This design comes from an exercise in tuning for small area on the open sky130 flow, not from production work.
RTL that was checked went through simulation tests only; none was proved equivalent to the original.
Power is estimated from default activity; no workload was simulated. The clock port is modelled as an ideal driver; clocking choices that lean on that would not hold on a real chip.

// keyed_dirty_point_store_top
module keyed_dirty_point_store_top (
  input  logic        clk,
  input  logic        rst,
  input  logic        in_valid,
  output logic        in_stall,
  input  logic [2:0]  op,
  input  logic [31:0] key,
  input  logic [3:0]  byte_count,
  input  logic [63:0] value,
  output logic        out_valid,
  input  logic        out_stall,
  output logic [1:0]  status,
  output logic [63:0] read_value,
  output logic [3:0]  read_size,
  output logic [31:0] dirty_key,
  input  logic        cfg_valid,
  output logic        cfg_ready,
  input  logic [8:0]  buffer_bytes_in_use
);
==> module keyed_dirty_point_store_top, before the edit <==
module keyed_dirty_point_store_top (
  input  logic        clk,
  input  logic        rst,
  input  logic        in_valid,
  output logic        in_stall,
  input  logic [2:0]  op,
  input  logic [31:0] key,
  input  logic [3:0]  byte_count,
  input  logic [63:0] value,
  output logic        out_valid,
  input  logic        out_stall,
  output logic [1:0]  status,
  output logic [63:0] read_value,
  output logic [3:0]  read_size,
  output logic [31:0] dirty_key,
  input  logic        cfg_valid,
  output logic        cfg_ready,
  input  logic [8:0]  buffer_bytes_in_use
);
  localparam int HW = 49;
  logic [32*HW-1:0] ring;
  logic [HW-1:0]    tl;
  logic [HW-1:0]    hd_n;
  logic [5:0]  pc;
  logic [3:0]  ph;
  logic        ba;
  logic        run;
  logic        fin;
  logic        f;
  logic        hb;
  logic        db;
  logic [4:0]  pt_count;
  logic [8:0]  rm;
  logic        sub;
  logic [63:0] res_n;
  logic        res_full_n;
  logic [3:0]  res_size;
  logic        vsel;
  logic        dsel;
  logic [1:0]  st;
  logic op_def, op_set, op_get, op_clr1, op_clra, op_fd, op_lk;
  logic start, act, f_in, sv, at_end, eq, gt, t_full;
  logic def_room, def_ok, wr_def, hit, wr_set_a, wr_set_b, wr_b7, get_a, get_b;
  logic fd_spec, fd_hit, clr_b, f_next;
  logic [3:0] t_size;
  logic [3:0] take;
  logic [8:0] rm_d;
  assign cfg_ready = 1'b1;
  assign tl     = ring[32*HW-1 -: HW];
  assign ph     = pc[4:1];
  assign ba     = ~pc[0];
  assign t_full = tl[48];
  assign t_size = t_full ? 4'd8 : {1'b0, tl[42:40]};
  assign op_def  = (op == 3'd0);
  assign op_set  = (op == 3'd1);
  assign op_get  = (op == 3'd2);
  assign op_clr1 = (op == 3'd3);
  assign op_clra = (op == 3'd4);
  assign op_fd   = (op == 3'd5);
  assign op_lk   = op_set | op_get | op_clr1 | op_fd;
  assign start = in_valid & ~out_valid & ~fin & ~run & (pc == 6'd32);
  assign act   = start | run;
  assign f_in  = run & f;
  assign sv    = ({1'b0, ph} < pt_count);
  kdps_cmp u_cmp (.a(key), .b(tl[31:0]), .eq(eq), .gt(gt));
  assign at_end   = act & ba & op_def & ({1'b0, ph} == pt_count);
  assign take     = (act & ba & sv) ? t_size : byte_count;
  assign rm_d     = rm - {5'd0, take};
  assign def_room = ~rm_d[8];
  assign def_ok   = at_end & ~f_in & (key != 32'hFFFF_FFFF)
                  & (byte_count != 4'd0) & (byte_count <= 4'd8) & def_room;
  assign wr_def   = def_ok;
  assign hit      = act & ba & sv & eq & (op_set | op_get | op_clr1);
  assign wr_set_a = hit & op_set;
  assign wr_b7    = wr_set_a & t_full;
  assign get_a    = hit & op_get;
  assign wr_set_b = hb & op_set;
  assign get_b    = hb & op_get;
  assign clr_b    = (hb & op_clr1) | (act & ~ba & op_clra);
  assign fd_spec  = act & ba & op_fd & sv & ~f_in;
  assign fd_hit   = act & ~ba & op_fd & sv & tl[48] & ~f_in;
  always_comb begin
    f_next = f_in | hit | fd_hit;
    if (op_def) begin
      f_next = f_in | (act & ba & sv & ~gt) | (at_end & ~def_ok)
             | (act & (pc == 6'd63) & pt_count[4]);
    end
  end
  logic k_key, k_lo, k_b7;
  assign k_key = ~(wr_def | wr_set_b | db);
  assign k_lo  = ~(wr_def | wr_set_a | wr_set_b | db);
  assign k_b7  = ~(wr_def | wr_b7 | wr_set_b | db);
  kdps_lane #(.W(32)) u_lane_kv (
    .sa(wr_def), .sb(wr_set_b), .k(k_key), .va(key), .vb(value[31:0]),
    .t(tl[31:0]), .h_n(hd_n[31:0])
  );
  kdps_lane #(.W(8)) u_lane_b64 (
    .sa(wr_set_a), .sb(wr_set_b), .k(k_lo), .va(value[55:48]), .vb(value[39:32]),
    .t(tl[39:32]), .h_n(hd_n[39:32])
  );
  kdps_lane #(.W(3)) u_lane_sz (
    .sa(wr_b7 | wr_def), .sb(wr_set_b), .k(k_b7),
    .va(wr_def ? byte_count[2:0] : value[58:56]), .vb(value[42:40]),
    .t(tl[42:40]), .h_n(hd_n[42:40])
  );
  kdps_lane #(.W(5)) u_lane_b75 (
    .sa(wr_b7), .sb(wr_set_b), .k(k_b7), .va(value[63:59]), .vb(value[47:43]),
    .t(tl[47:43]), .h_n(hd_n[47:43])
  );
  kdps_lane #(.W(1)) u_lane_fd (
    .sa(wr_def), .sb(wr_set_b), .k(~(wr_def | wr_set_b | db | clr_b)),
    .va(byte_count[3]), .vb(1'b1), .t(tl[48]), .h_n(hd_n[48])
  );
  always_ff @(posedge clk) begin
    ring <= {ring[31*HW-1:0], hd_n};
  end
  always_ff @(posedge clk) begin
    if (rst) begin
      pc        <= 6'd0;
      run       <= 1'b0;
      fin       <= 1'b0;
      hb        <= 1'b0;
      db        <= 1'b0;
      pt_count  <= 5'd0;
      rm        <= 9'd128;
      sub       <= 1'b0;
      out_valid <= 1'b0;
    end else begin
      pc  <= pc + 6'd1;
      run <= act & (pc != 6'd63);
      fin <= act & (pc == 6'd63);
      hb  <= hit;
      db  <= wr_def;
      if (fin && op_def && !f) begin
        pt_count <= pt_count + 5'd1;
      end
      if (cfg_valid) begin
        rm  <= {1'b0, buffer_bytes_in_use[8] | buffer_bytes_in_use[7],
                buffer_bytes_in_use[6:0] & {7{~buffer_bytes_in_use[8]}}};
        sub <= 1'b1;
      end else if ((act && ba && sv && sub) || wr_def) begin
        rm <= rm_d;
      end
      if (fin) begin
        sub <= 1'b0;
      end
      if (fin) begin
        out_valid <= 1'b1;
      end else if (!out_stall) begin
        out_valid <= 1'b0;
      end
    end
  end
  always_ff @(posedge clk) begin
    if (act) begin
      f <= f_next;
    end
    if (get_a) begin
      res_n[63:48] <= hd_n[47:32];
      res_full_n   <= hd_n[48];
    end
    if (get_b) begin
      res_n[47:32] <= hd_n[47:32];
    end
    if (get_b || fd_spec) begin
      res_n[31:0] <= hd_n[31:0];
    end
    if (fin) begin
      vsel <= op_get & f;
      dsel <= op_fd & f;
      st   <= {op_def & f, op_lk & ~f};
    end
  end
  assign in_stall = ~fin;
  assign status   = st;
  assign res_size = !res_full_n ? 4'd8 : {1'b0, ~res_n[58:56]};
  always_comb begin
    for (int b = 0; b < 8; b++) begin
      read_value[8*b +: 8] = ~(res_n[8*b +: 8] | {8{~(vsel && (4'(b) < res_size))}});
    end
  end
  assign read_size = vsel ? res_size : 4'd0;
  assign dirty_key = ~(res_n[31:0] & {32{dsel}});
endmodule
export LEC_CHECK = 0
export CAP_MARGIN = 0
export CORE_MARGIN = 2
export CORE_UTILIZATION = 65
export SLEW_MARGIN = 0
export SYNTH_HIERARCHICAL = 1
create_clock -name core_clock -period 10.0 [get_ports {clk}]
standard.sh (not shown) runs the stock make flow with config.mk's settings and CLKGATE_MAP_FILE= SYNTH_SCRIPT=/design/flow/synth_recipe.tcl, a recipe that flattens the netlist after the stock synthesis.
==> flow/flow/run.sh <==
#!/bin/bash
# standard layout with the smallest buffer on the ports and tuned clock tree; logs to this folder
export BUFFER_PORTS_ARGS="-buffer_cell sky130_fd_sc_hd__buf_1"
export CTS_ARGS="-sink_clustering_enable -sink_clustering_size 34 -sink_clustering_max_diameter 300 -buf_list sky130_fd_sc_hd__clkbuf_16 -repair_clock_nets -dont_use_dummy_load"
bash standard.sh > standard.log 2>&1
Edit:
--- a/flow/design.v
+++ b/flow/design.v
@@ -59,12 +59,12 @@
   logic        hb;
   logic        db;
   logic [4:0]  pt_count;
   logic [8:0]  rm;
   logic        sub;
-  logic [63:0] res_n;
-  logic        res_full_n;
+  logic [63:0] res;
+  logic        res_full;
   logic [3:0]  res_size;
   logic        vsel;
   logic        dsel;
   logic [1:0]  st;
   logic op_def, op_set, op_get, op_clr1, op_clra, op_fd, op_lk;
@@ -183,31 +183,31 @@
   always_ff @(posedge clk) begin
     if (act) begin
       f <= f_next;
     end
     if (get_a) begin
-      res_n[63:48] <= hd_n[47:32];
-      res_full_n   <= hd_n[48];
+      res[63:48] <= tl[47:32];
+      res_full   <= tl[48];
     end
     if (get_b) begin
-      res_n[47:32] <= hd_n[47:32];
+      res[47:32] <= tl[47:32];
     end
     if (get_b || fd_spec) begin
-      res_n[31:0] <= hd_n[31:0];
+      res[31:0] <= tl[31:0];
     end
     if (fin) begin
       vsel <= op_get & f;
       dsel <= op_fd & f;
       st   <= {op_def & f, op_lk & ~f};
     end
   end
   assign in_stall = ~fin;
   assign status   = st;
-  assign res_size = !res_full_n ? 4'd8 : {1'b0, ~res_n[58:56]};
+  assign res_size = res_full ? 4'd8 : {1'b0, res[58:56]};
   always_comb begin
     for (int b = 0; b < 8; b++) begin
-      read_value[8*b +: 8] = ~(res_n[8*b +: 8] | {8{~(vsel && (4'(b) < res_size))}});
+      read_value[8*b +: 8] = (vsel && (4'(b) < res_size)) ? res[8*b +: 8] : 8'd0;
     end
   end
   assign read_size = vsel ? res_size : 4'd0;
-  assign dirty_key = ~(res_n[31:0] & {32{dsel}});
+  assign dirty_key = dsel ? res[31:0] : 32'hFFFF_FFFF;
 endmodule
Routed wire length grows by 6.3%; die area grows by 0.73%; utilization grows by 0.19 points; count of clock-buffer cells in the layout is unchanged; sequential cell count is unchanged; register-to-register slack got worse by 0.62 ns; final cell count is unchanged.

---

Another version of the RTL of keyed_dirty_point_store_top (not shown whole).
Size: roughly 2300 cells after synthesis, ~1700 flip-flops, ~220 I/O pins.
==> module keyed_dirty_point_store_top, before the edit <==
module keyed_dirty_point_store_top (
  input  logic        clk,
  input  logic        rst,
  input  logic        in_valid,
  output logic        in_stall,
  input  logic [2:0]  op,
  input  logic [31:0] key,
  input  logic [3:0]  byte_count,
  input  logic [63:0] value,
  output logic        out_valid,
  input  logic        out_stall,
  output logic [1:0]  status,
  output logic [63:0] read_value,
  output logic [3:0]  read_size,
  output logic [31:0] dirty_key,
  input  logic        cfg_valid,
  output logic        cfg_ready,
  input  logic [8:0]  buffer_bytes_in_use
);
  localparam int SW = 100;
  logic [16*SW-1:0] ring;
  logic [SW-1:0]    tl;
  logic [SW-1:0]    hd;
  logic [31:0]      t_key;
  logic [63:0]      t_val;
  logic [2:0]       t_sz;
  logic             t_dt;
  logic [3:0]  ph;
  logic        run;
  logic        fin;
  logic        f;
  logic [4:0]  pt_count;
  logic [7:0]  used;
  logic [7:0]  lim;
  logic [63:0] res;
  logic [2:0]  res_sz;
  logic        vsel;
  logic        dsel;
  logic [1:0]  st;
  logic op_def, op_set, op_get, op_clr1, op_clra, op_fd, op_lk;
  logic start, act, f_in, sv, at_end, eq, gt;
  logic def_room, def_ok, wr_def, hit, wr_set, get_ld, fd_hit, clr_dt, f_next;
  logic [8:0] need;
  assign cfg_ready = 1'b1;
  assign tl    = ring[16*SW-1 -: SW];
  assign t_key = tl[31:0];
  assign t_val = tl[95:32];
  assign t_sz  = tl[98:96];
  assign t_dt  = tl[99];
  assign op_def  = (op == 3'd0);
  assign op_set  = (op == 3'd1);
  assign op_get  = (op == 3'd2);
  assign op_clr1 = (op == 3'd3);
  assign op_clra = (op == 3'd4);
  assign op_fd   = (op == 3'd5);
  assign op_lk   = op_set | op_get | op_clr1 | op_fd;
  assign start = in_valid & ~out_valid & ~fin & ~run & (ph == 4'd0);
  assign act   = start | run;
  assign f_in  = run & f;
  assign sv    = ({1'b0, ph} < pt_count);
  assign eq    = (key == t_key);
  assign gt    = (key > t_key);
  assign at_end   = act & op_def & ({1'b0, ph} == pt_count);
  assign need     = {1'b0, used} + {5'd0, byte_count};
  assign def_room = (need <= {1'b0, lim});
  assign def_ok   = at_end & ~f_in & (key != 32'hFFFF_FFFF)
                  & (byte_count != 4'd0) & (byte_count <= 4'd8) & def_room;
  assign wr_def   = def_ok;
  assign hit    = act & sv & eq & (op_set | op_get | op_clr1);
  assign wr_set = hit & op_set;
  assign get_ld = hit & op_get;
  assign fd_hit = act & op_fd & sv & t_dt & ~f_in;
  assign clr_dt = (hit & op_clr1) | (act & op_clra);
  always_comb begin
    f_next = f_in | hit | fd_hit;
    if (op_def) begin
      f_next = f_in | (act & sv & ~gt) | (at_end & ~def_ok)
             | (act & (ph == 4'd15) & pt_count[4]);
    end
  end
  always_comb begin
    hd[31:0] = wr_def ? key : t_key;
    for (int b = 0; b < 8; b++) begin
      if (wr_set && (3'(b) <= t_sz)) begin
        hd[32+8*b +: 8] = value[8*b +: 8];
      end else if (wr_def) begin
        hd[32+8*b +: 8] = 8'd0;
      end else begin
        hd[32+8*b +: 8] = t_val[8*b +: 8];
      end
    end
    hd[98:96] = wr_def ? 3'(byte_count - 4'd1) : t_sz;
    hd[99]    = wr_set | (t_dt & ~wr_def & ~clr_dt);
  end
  always_ff @(posedge clk) begin
    ring <= {ring[15*SW-1:0], hd};
  end
  always_ff @(posedge clk) begin
    if (rst) begin
      ph       <= 4'd0;
      run      <= 1'b0;
      fin      <= 1'b0;
      pt_count <= 5'd0;
      used     <= 8'd0;
      lim      <= 8'd128;
      out_valid <= 1'b0;
    end else begin
      ph  <= ph + 4'd1;
      run <= act & (ph != 4'd15);
      fin <= act & (ph == 4'd15);
      if (wr_def) begin
        used <= need[7:0];
      end
      if (fin && op_def && !f) begin
        pt_count <= pt_count + 5'd1;
      end
      if (cfg_valid) begin
        lim <= (buffer_bytes_in_use[8:7] != 2'd0) ? 8'd128
                                                   : {1'b0, buffer_bytes_in_use[6:0]};
      end
      if (fin) begin
        out_valid <= 1'b1;
      end else if (!out_stall) begin
        out_valid <= 1'b0;
      end
    end
  end
  always_ff @(posedge clk) begin
    if (act) begin
      f <= f_next;
    end
    if (get_ld) begin
      res    <= t_val;
      res_sz <= t_sz;
    end else if (fd_hit) begin
      res[31:0] <= t_key;
    end
    if (fin) begin
      vsel <= op_get & f;
      dsel <= op_fd & f;
      st   <= {op_def & f, op_lk & ~f};
    end
  end
  assign in_stall   = ~fin;
  assign status     = st;
  assign read_value = vsel ? res : 64'd0;
  assign read_size  = vsel ? {1'b0, res_sz} + 4'd1 : 4'd0;
  assign dirty_key  = dsel ? res[31:0] : 32'hFFFF_FFFF;
endmodule
==> flow/config.mk <==
export PLATFORM = sky130hd
export DESIGN_NAME = keyed_dirty_point_store_top
export DESIGN_NICKNAME = keyed_dirty_point_store_top
export VERILOG_FILES = /design/flow/design.v
export SDC_FILE = /design/flow/constraint.sdc
export NUM_CORES = 4
export LEC_CHECK = 0
export CAP_MARGIN = 20
export CORE_MARGIN = 2
export CORE_UTILIZATION = 65
export SLEW_MARGIN = 20
==> flow/constraint.sdc <==
create_clock -name core_clock -period 10.0 [get_ports {clk}]
set_input_delay 2.0000 -clock core_clock [delete_from_list [all_inputs] [get_ports {clk}]]
set_output_delay 2.0000 -clock core_clock [all_outputs]
set_load 0.01 [all_outputs]
Scripts as last shown in full above: flow/flow/run.sh
==> next run, changes <==
--- a/flow/design.v
+++ b/flow/design.v
@@ -79,7 +79,7 @@
     end
   end
   always_comb begin
-    hd[31:0] = wr_def ? key : t_key;
+    hd[31:0] = ({32{sv}} & t_key) | ({32{wr_def}} & key);
     for (int b = 0; b < 8; b++) begin
       if (wr_set && (3'(b) <= t_sz)) begin
         hd[32+8*b +: 8] = value[8*b +: 8];
Die area is about the same.
Total power hardly moves.
Maximum frequency is higher by a little under a tenth.
Area after synthesis hardly moves.
Setup slack is better by 0.46 ns.
Routed wire length drops slightly.
Only the layout flow was run in the second run of this note; the RTL was not checked for function there.

---

The RTL this note starts from:
==> flow/design.v <==
module kdps_cmp (
  input  logic [31:0] a,
  input  logic [31:0] b,
  output logic        eq,
  output logic        gt
);
  logic [31:0] e;
  always_comb begin
    e  = a ~^ b;
    eq = &e;
    gt = 1'b0;
    for (int i = 0; i < 32; i++) begin
      gt = e[i] ? gt : a[i];
    end
  end
endmodule
module kdps_lane #(
  parameter int W = 8
) (
  input  logic         s,
  input  logic         k,
  input  logic [W-1:0] v,
  input  logic [W-1:0] t,
  output logic [W-1:0] h
);
  assign h = ({W{s}} & v) | ({W{k}} & t);
endmodule
module kdps_pick_n #(
  parameter int W = 32
) (
  input  logic         s,
  input  logic [W-1:0] a,
  input  logic [W-1:0] b,
  output logic [W-1:0] y
);
  assign y = ~(s ? a : b);
endmodule
module kdps_out_lo (
  input  logic [31:0] rn,
  input  logic        vsel_n,
  input  logic        dsel,
  output logic [31:0] rv,
  output logic [31:0] dk
);
  assign rv = ~(rn | {32{vsel_n}});
  assign dk = ~(rn & {32{dsel}});
endmodule
module keyed_dirty_point_store_top (
  input  logic        clk,
  input  logic        rst,
  input  logic        in_valid,
  output logic        in_stall,
  input  logic [2:0]  op,
  input  logic [31:0] key,
  input  logic [3:0]  byte_count,
  input  logic [63:0] value,
  output logic        out_valid,
  input  logic        out_stall,
  output logic [1:0]  status,
  output logic [63:0] read_value,
  output logic [3:0]  read_size,
  output logic [31:0] dirty_key,
  input  logic        cfg_valid,
  output logic        cfg_ready,
  input  logic [8:0]  buffer_bytes_in_use
);
  localparam int SW = 100;
  logic [16*SW-1:0] ring;
  logic [SW-1:0]    tl;
  logic [SW-1:0]    hd;
  logic [31:0]      t_key;
  logic [63:0]      t_val;
  logic [2:0]       t_sz;
  logic             t_dt;
  logic [3:0]  ph;
  logic        run;
  logic        fin;
  logic        f;
  logic [4:0]  pt_count;
  logic [7:0]  rm;
  logic        sub;
  logic [63:32] res;
  logic [31:0] res_n;
  logic [31:0] res_n_d;
  logic [2:0]  res_sz;
  logic        vsel;
  logic        dsel;
  logic [1:0]  st;
  logic op_def, op_set, op_get, op_clr1, op_clra, op_fd, op_lk;
  logic start, act, f_in, sv, at_end, eq, gt;
  logic def_room, def_ok, wr_def, hit, wr_set, get_ld, fd_hit, clr_dt, f_next;
  logic [3:0] take;
  logic [8:0] rm_d;
  assign cfg_ready = 1'b1;
  assign tl    = ring[16*SW-1 -: SW];
  assign t_key = tl[31:0];
  assign t_val = tl[95:32];
  assign t_sz  = tl[98:96];
  assign t_dt  = tl[99];
  assign op_def  = (op == 3'd0);
  assign op_set  = (op == 3'd1);
  assign op_get  = (op == 3'd2);
  assign op_clr1 = (op == 3'd3);
  assign op_clra = (op == 3'd4);
  assign op_fd   = (op == 3'd5);
  assign op_lk   = op_set | op_get | op_clr1 | op_fd;
  assign start = in_valid & ~out_valid & ~fin & ~run & (ph == 4'd0);
  assign act   = start | run;
  assign f_in  = run & f;
  assign sv    = ({1'b0, ph} < pt_count);
  kdps_cmp u_cmp (.a(key), .b(t_key), .eq(eq), .gt(gt));
  assign at_end   = act & op_def & ({1'b0, ph} == pt_count);
  assign take     = (act & sv) ? {1'b0, t_sz} + 4'd1 : byte_count;
  assign rm_d     = {1'b0, rm} - {5'd0, take};
  assign def_room = ~rm_d[8];
  assign def_ok   = at_end & ~f_in & (key != 32'hFFFF_FFFF)
                  & (byte_count != 4'd0) & (byte_count <= 4'd8) & def_room;
  assign wr_def   = def_ok;
  assign hit    = act & sv & eq & (op_set | op_get | op_clr1);
  assign wr_set = hit & op_set;
  assign get_ld = hit & op_get;
  assign fd_hit = act & op_fd & sv & t_dt & ~f_in;
  assign clr_dt = (hit & op_clr1) | (act & op_clra);
  always_comb begin
    f_next = f_in | hit | fd_hit;
    if (op_def) begin
      f_next = f_in | (act & sv & ~gt) | (at_end & ~def_ok)
             | (act & (ph == 4'd15) & pt_count[4]);
    end
  end
  logic [7:0] byte_wr;
  logic [7:0] byte_keep;
  always_comb begin
    for (int b = 0; b < 8; b++) begin
      byte_wr[b]   = wr_set & (3'(b) <= t_sz);
      byte_keep[b] = ~wr_def & ~byte_wr[b];
    end
  end
  kdps_lane #(.W(32)) u_lane_key (
    .s(wr_def), .k(~wr_def), .v(key), .t(t_key), .h(hd[31:0])
  );
  for (genvar b = 0; b < 8; b++) begin : g_lane
    kdps_lane #(.W(8)) u_lane (
      .s(byte_wr[b]), .k(byte_keep[b]), .v(value[8*b +: 8]),
      .t(t_val[8*b +: 8]), .h(hd[32+8*b +: 8])
    );
  end
  assign hd[98:96] = wr_def ? 3'(byte_count - 4'd1) : t_sz;
  assign hd[99]    = wr_set | (t_dt & ~wr_def & ~clr_dt);
  always_ff @(posedge clk) begin
    ring <= {ring[15*SW-1:0], hd};
  end
  always_ff @(posedge clk) begin
    if (rst) begin
      ph       <= 4'd0;
      run      <= 1'b0;
      fin      <= 1'b0;
      pt_count <= 5'd0;
      rm       <= 8'd128;
      sub      <= 1'b0;
      out_valid <= 1'b0;
    end else begin
      ph  <= ph + 4'd1;
      run <= act & (ph != 4'd15);
      fin <= act & (ph == 4'd15);
      if (cfg_valid) begin
        rm  <= (buffer_bytes_in_use[8:7] != 2'd0) ? 8'd128
                                                   : {1'b0, buffer_bytes_in_use[6:0]};
        sub <= 1'b1;
      end else if (act && sv && sub) begin
        rm <= rm_d[8] ? 8'd0 : rm_d[7:0];
      end else if (wr_def) begin
        rm <= rm_d[7:0];
      end
      if (fin) begin
        sub <= 1'b0;
      end
      if (fin && op_def && !f) begin
        pt_count <= pt_count + 5'd1;
      end
      if (fin) begin
        out_valid <= 1'b1;
      end else if (!out_stall) begin
        out_valid <= 1'b0;
      end
    end
  end
  always_ff @(posedge clk) begin
    if (act) begin
      f <= f_next;
    end
    if (get_ld) begin
      res    <= t_val[63:32];
      res_sz <= t_sz;
    end
    if (get_ld || fd_hit) begin
      res_n <= res_n_d;
    end
    if (fin) begin
      vsel <= op_get & f;
      dsel <= op_fd & f;
      st   <= {op_def & f, op_lk & ~f};
    end
  end
  assign in_stall   = ~fin;
  assign status     = st;
  kdps_pick_n #(.W(32)) u_pick (.s(get_ld), .a(t_val[31:0]), .b(t_key), .y(res_n_d));
  kdps_out_lo u_out_lo (
    .rn(res_n), .vsel_n(~vsel), .dsel(dsel), .rv(read_value[31:0]), .dk(dirty_key)
  );
  assign read_value[63:32] = vsel ? res : 32'd0;
  assign read_size  = vsel ? {1'b0, res_sz} + 4'd1 : 4'd0;
endmodule
Settings: LEC_CHECK=0, CAP_MARGIN=20, CORE_MARGIN=2, CORE_UTILIZATION=65, SLEW_MARGIN=20, SYNTH_HIERARCHICAL=1; clock period 10.0 ns.
==> flow/flow/run.sh <==
#!/bin/bash
# standard layout with the smallest buffer on the ports and tuned clock tree; logs to this folder
export BUFFER_PORTS_ARGS="-buffer_cell sky130_fd_sc_hd__buf_1"
export CTS_ARGS="-sink_clustering_enable -sink_clustering_size 33 -sink_clustering_max_diameter 300 -buf_list sky130_fd_sc_hd__clkbuf_16 -repair_clock_nets -dont_use_dummy_load"
bash standard.sh > standard.log 2>&1
The baseline completed without violations.
Change:
--- a/flow/design.v
+++ b/flow/design.v
@@ -68,19 +68,20 @@
   logic [16*SW-1:0] ring;
   logic [SW-1:0]    tl;
   logic [SW-1:0]    hd;
   logic [31:0]      t_key;
   logic [63:0]      t_val;
   logic [2:0]       t_sz;
+  logic [3:0]       t_size;
   logic             t_dt;
   logic [3:0]  ph;
   logic        run;
   logic        fin;
   logic        f;
   logic [4:0]  pt_count;
-  logic [7:0]  rm;
+  logic [8:0]  rm;
   logic        sub;
   logic [63:32] res;
   logic [31:0] res_n;
   logic [31:0] res_n_d;
   logic [2:0]  res_sz;
   logic        vsel;
@@ -93,12 +94,13 @@
   logic [8:0] rm_d;
   assign cfg_ready = 1'b1;
   assign tl    = ring[16*SW-1 -: SW];
   assign t_key = tl[31:0];
   assign t_val = tl[95:32];
   assign t_sz  = tl[98:96];
+  assign t_size = {t_sz == 3'd0, t_sz};
   assign t_dt  = tl[99];
   assign op_def  = (op == 3'd0);
   assign op_set  = (op == 3'd1);
   assign op_get  = (op == 3'd2);
   assign op_clr1 = (op == 3'd3);
   assign op_clra = (op == 3'd4);
@@ -107,14 +109,14 @@
   assign start = in_valid & ~out_valid & ~fin & ~run & (ph == 4'd0);
   assign act   = start | run;
   assign f_in  = run & f;
   assign sv    = ({1'b0, ph} < pt_count);
   kdps_cmp u_cmp (.a(key), .b(t_key), .eq(eq), .gt(gt));
   assign at_end   = act & op_def & ({1'b0, ph} == pt_count);
-  assign take     = (act & sv) ? {1'b0, t_sz} + 4'd1 : byte_count;
-  assign rm_d     = {1'b0, rm} - {5'd0, take};
+  assign take     = (act & sv) ? t_size : byte_count;
+  assign rm_d     = rm - {5'd0, take};
   assign def_room = ~rm_d[8];
   assign def_ok   = at_end & ~f_in & (key != 32'hFFFF_FFFF)
                   & (byte_count != 4'd0) & (byte_count <= 4'd8) & def_room;
   assign wr_def   = def_ok;
   assign hit    = act & sv & eq & (op_set | op_get | op_clr1);
   assign wr_set = hit & op_set;
@@ -129,51 +131,49 @@
     end
   end
   logic [7:0] byte_wr;
   logic [7:0] byte_keep;
   always_comb begin
     for (int b = 0; b < 8; b++) begin
-      byte_wr[b]   = wr_set & (3'(b) <= t_sz);
+      byte_wr[b]   = wr_set & (4'(b) < t_size);
       byte_keep[b] = ~wr_def & ~byte_wr[b];
     end
   end
   kdps_lane #(.W(32)) u_lane_key (
     .s(wr_def), .k(~wr_def), .v(key), .t(t_key), .h(hd[31:0])
   );
   for (genvar b = 0; b < 8; b++) begin : g_lane
     kdps_lane #(.W(8)) u_lane (
       .s(byte_wr[b]), .k(byte_keep[b]), .v(value[8*b +: 8]),
       .t(t_val[8*b +: 8]), .h(hd[32+8*b +: 8])
     );
   end
-  assign hd[98:96] = wr_def ? 3'(byte_count - 4'd1) : t_sz;
+  assign hd[98:96] = wr_def ? byte_count[2:0] : t_sz;
   assign hd[99]    = wr_set | (t_dt & ~wr_def & ~clr_dt);
   always_ff @(posedge clk) begin
     ring <= {ring[15*SW-1:0], hd};
   end
   always_ff @(posedge clk) begin
     if (rst) begin
       ph       <= 4'd0;
       run      <= 1'b0;
       fin      <= 1'b0;
       pt_count <= 5'd0;
-      rm       <= 8'd128;
+      rm       <= 9'd128;
       sub      <= 1'b0;
       out_valid <= 1'b0;
     end else begin
       ph  <= ph + 4'd1;
       run <= act & (ph != 4'd15);
       fin <= act & (ph == 4'd15);
       if (cfg_valid) begin
-        rm  <= (buffer_bytes_in_use[8:7] != 2'd0) ? 8'd128
-                                                   : {1'b0, buffer_bytes_in_use[6:0]};
+        rm  <= {1'b0, buffer_bytes_in_use[8] | buffer_bytes_in_use[7],
+                buffer_bytes_in_use[6:0] & {7{~buffer_bytes_in_use[8]}}};
         sub <= 1'b1;
-      end else if (act && sv && sub) begin
-        rm <= rm_d[8] ? 8'd0 : rm_d[7:0];
-      end else if (wr_def) begin
-        rm <= rm_d[7:0];
+      end else if ((act && sv && sub) || wr_def) begin
+        rm <= rm_d;
       end
       if (fin) begin
         sub <= 1'b0;
       end
       if (fin && op_def && !f) begin
         pt_count <= pt_count + 5'd1;
@@ -206,8 +206,8 @@
   assign status     = st;
   kdps_pick_n #(.W(32)) u_pick (.s(get_ld), .a(t_val[31:0]), .b(t_key), .y(res_n_d));
   kdps_out_lo u_out_lo (
     .rn(res_n), .vsel_n(~vsel), .dsel(dsel), .rv(read_value[31:0]), .dk(dirty_key)
   );
   assign read_value[63:32] = vsel ? res : 32'd0;
-  assign read_size  = vsel ? {1'b0, res_sz} + 4'd1 : 4'd0;
-endmodule
+  assign read_size  = vsel ? {res_sz == 3'd0, res_sz} : 4'd0;
+endmodule
Outcome: The changed run produced a clean layout; first-iteration DRC count grows by about 2.4%; via count shrinks by about 2.5%; hold slack stays flat; final area shrinks by 0.49%; total power stays flat; sequential power is about the same; critical path depth grows by 3; non-clock buffer count shrinks by 2; die area shrinks by 0.37%; flip-flop and latch count grows by 1.

[what the ideal ports hide]
Ports are ideal in the flow. The routed layouts listed here were re-timed in OpenROAD.
Step 1 (the two cells are an assumption about what drives the block):
set clk [get_ports {clk}]
set_driving_cell -lib_cell sky130_fd_sc_hd__clkbuf_16 $clk
set_driving_cell -lib_cell sky130_fd_sc_hd__buf_2 [delete_from_list [all_inputs] $clk]
Step 2 moves the port delays by t, midway between the first and last clock arrival at a register: inputs arrive t later, outputs are due t later. That takes back most of the time a late clock gives input paths.
a / b / c = ideal / step 1 / step 2; a / b = the first two.
run	shift t [ns]	slack for setup (ns)	worst register clock-pin slew, ns	worst data-port slew with drivers (ns)
the first run of note 1	0.691	3.690 / 3.703 / 3.013	0.12 / 0.12	0.12
the second run of note 1	0.694	3.057 / 3.091 / 2.398	0.12 / 0.12	0.08
the first run of note 2	0.692	4.120 / 4.151 / 3.459	0.12 / 0.12	0.10
the second run of note 2	0.690	4.579 / 4.580 / 3.890	0.12 / 0.12	0.08
the first run of note 3	0.679	4.312 / 4.353 / 3.673	0.12 / 0.12	0.08
the second run of note 3	0.684	4.354 / 4.385 / 3.701	0.12 / 0.12	0.10
After both steps setup and hold are still met in every run listed. For the second run of note 2, which loses most, drivers alone change the setup slack by +0.001 ns; drivers and shift together by -0.689 ns.
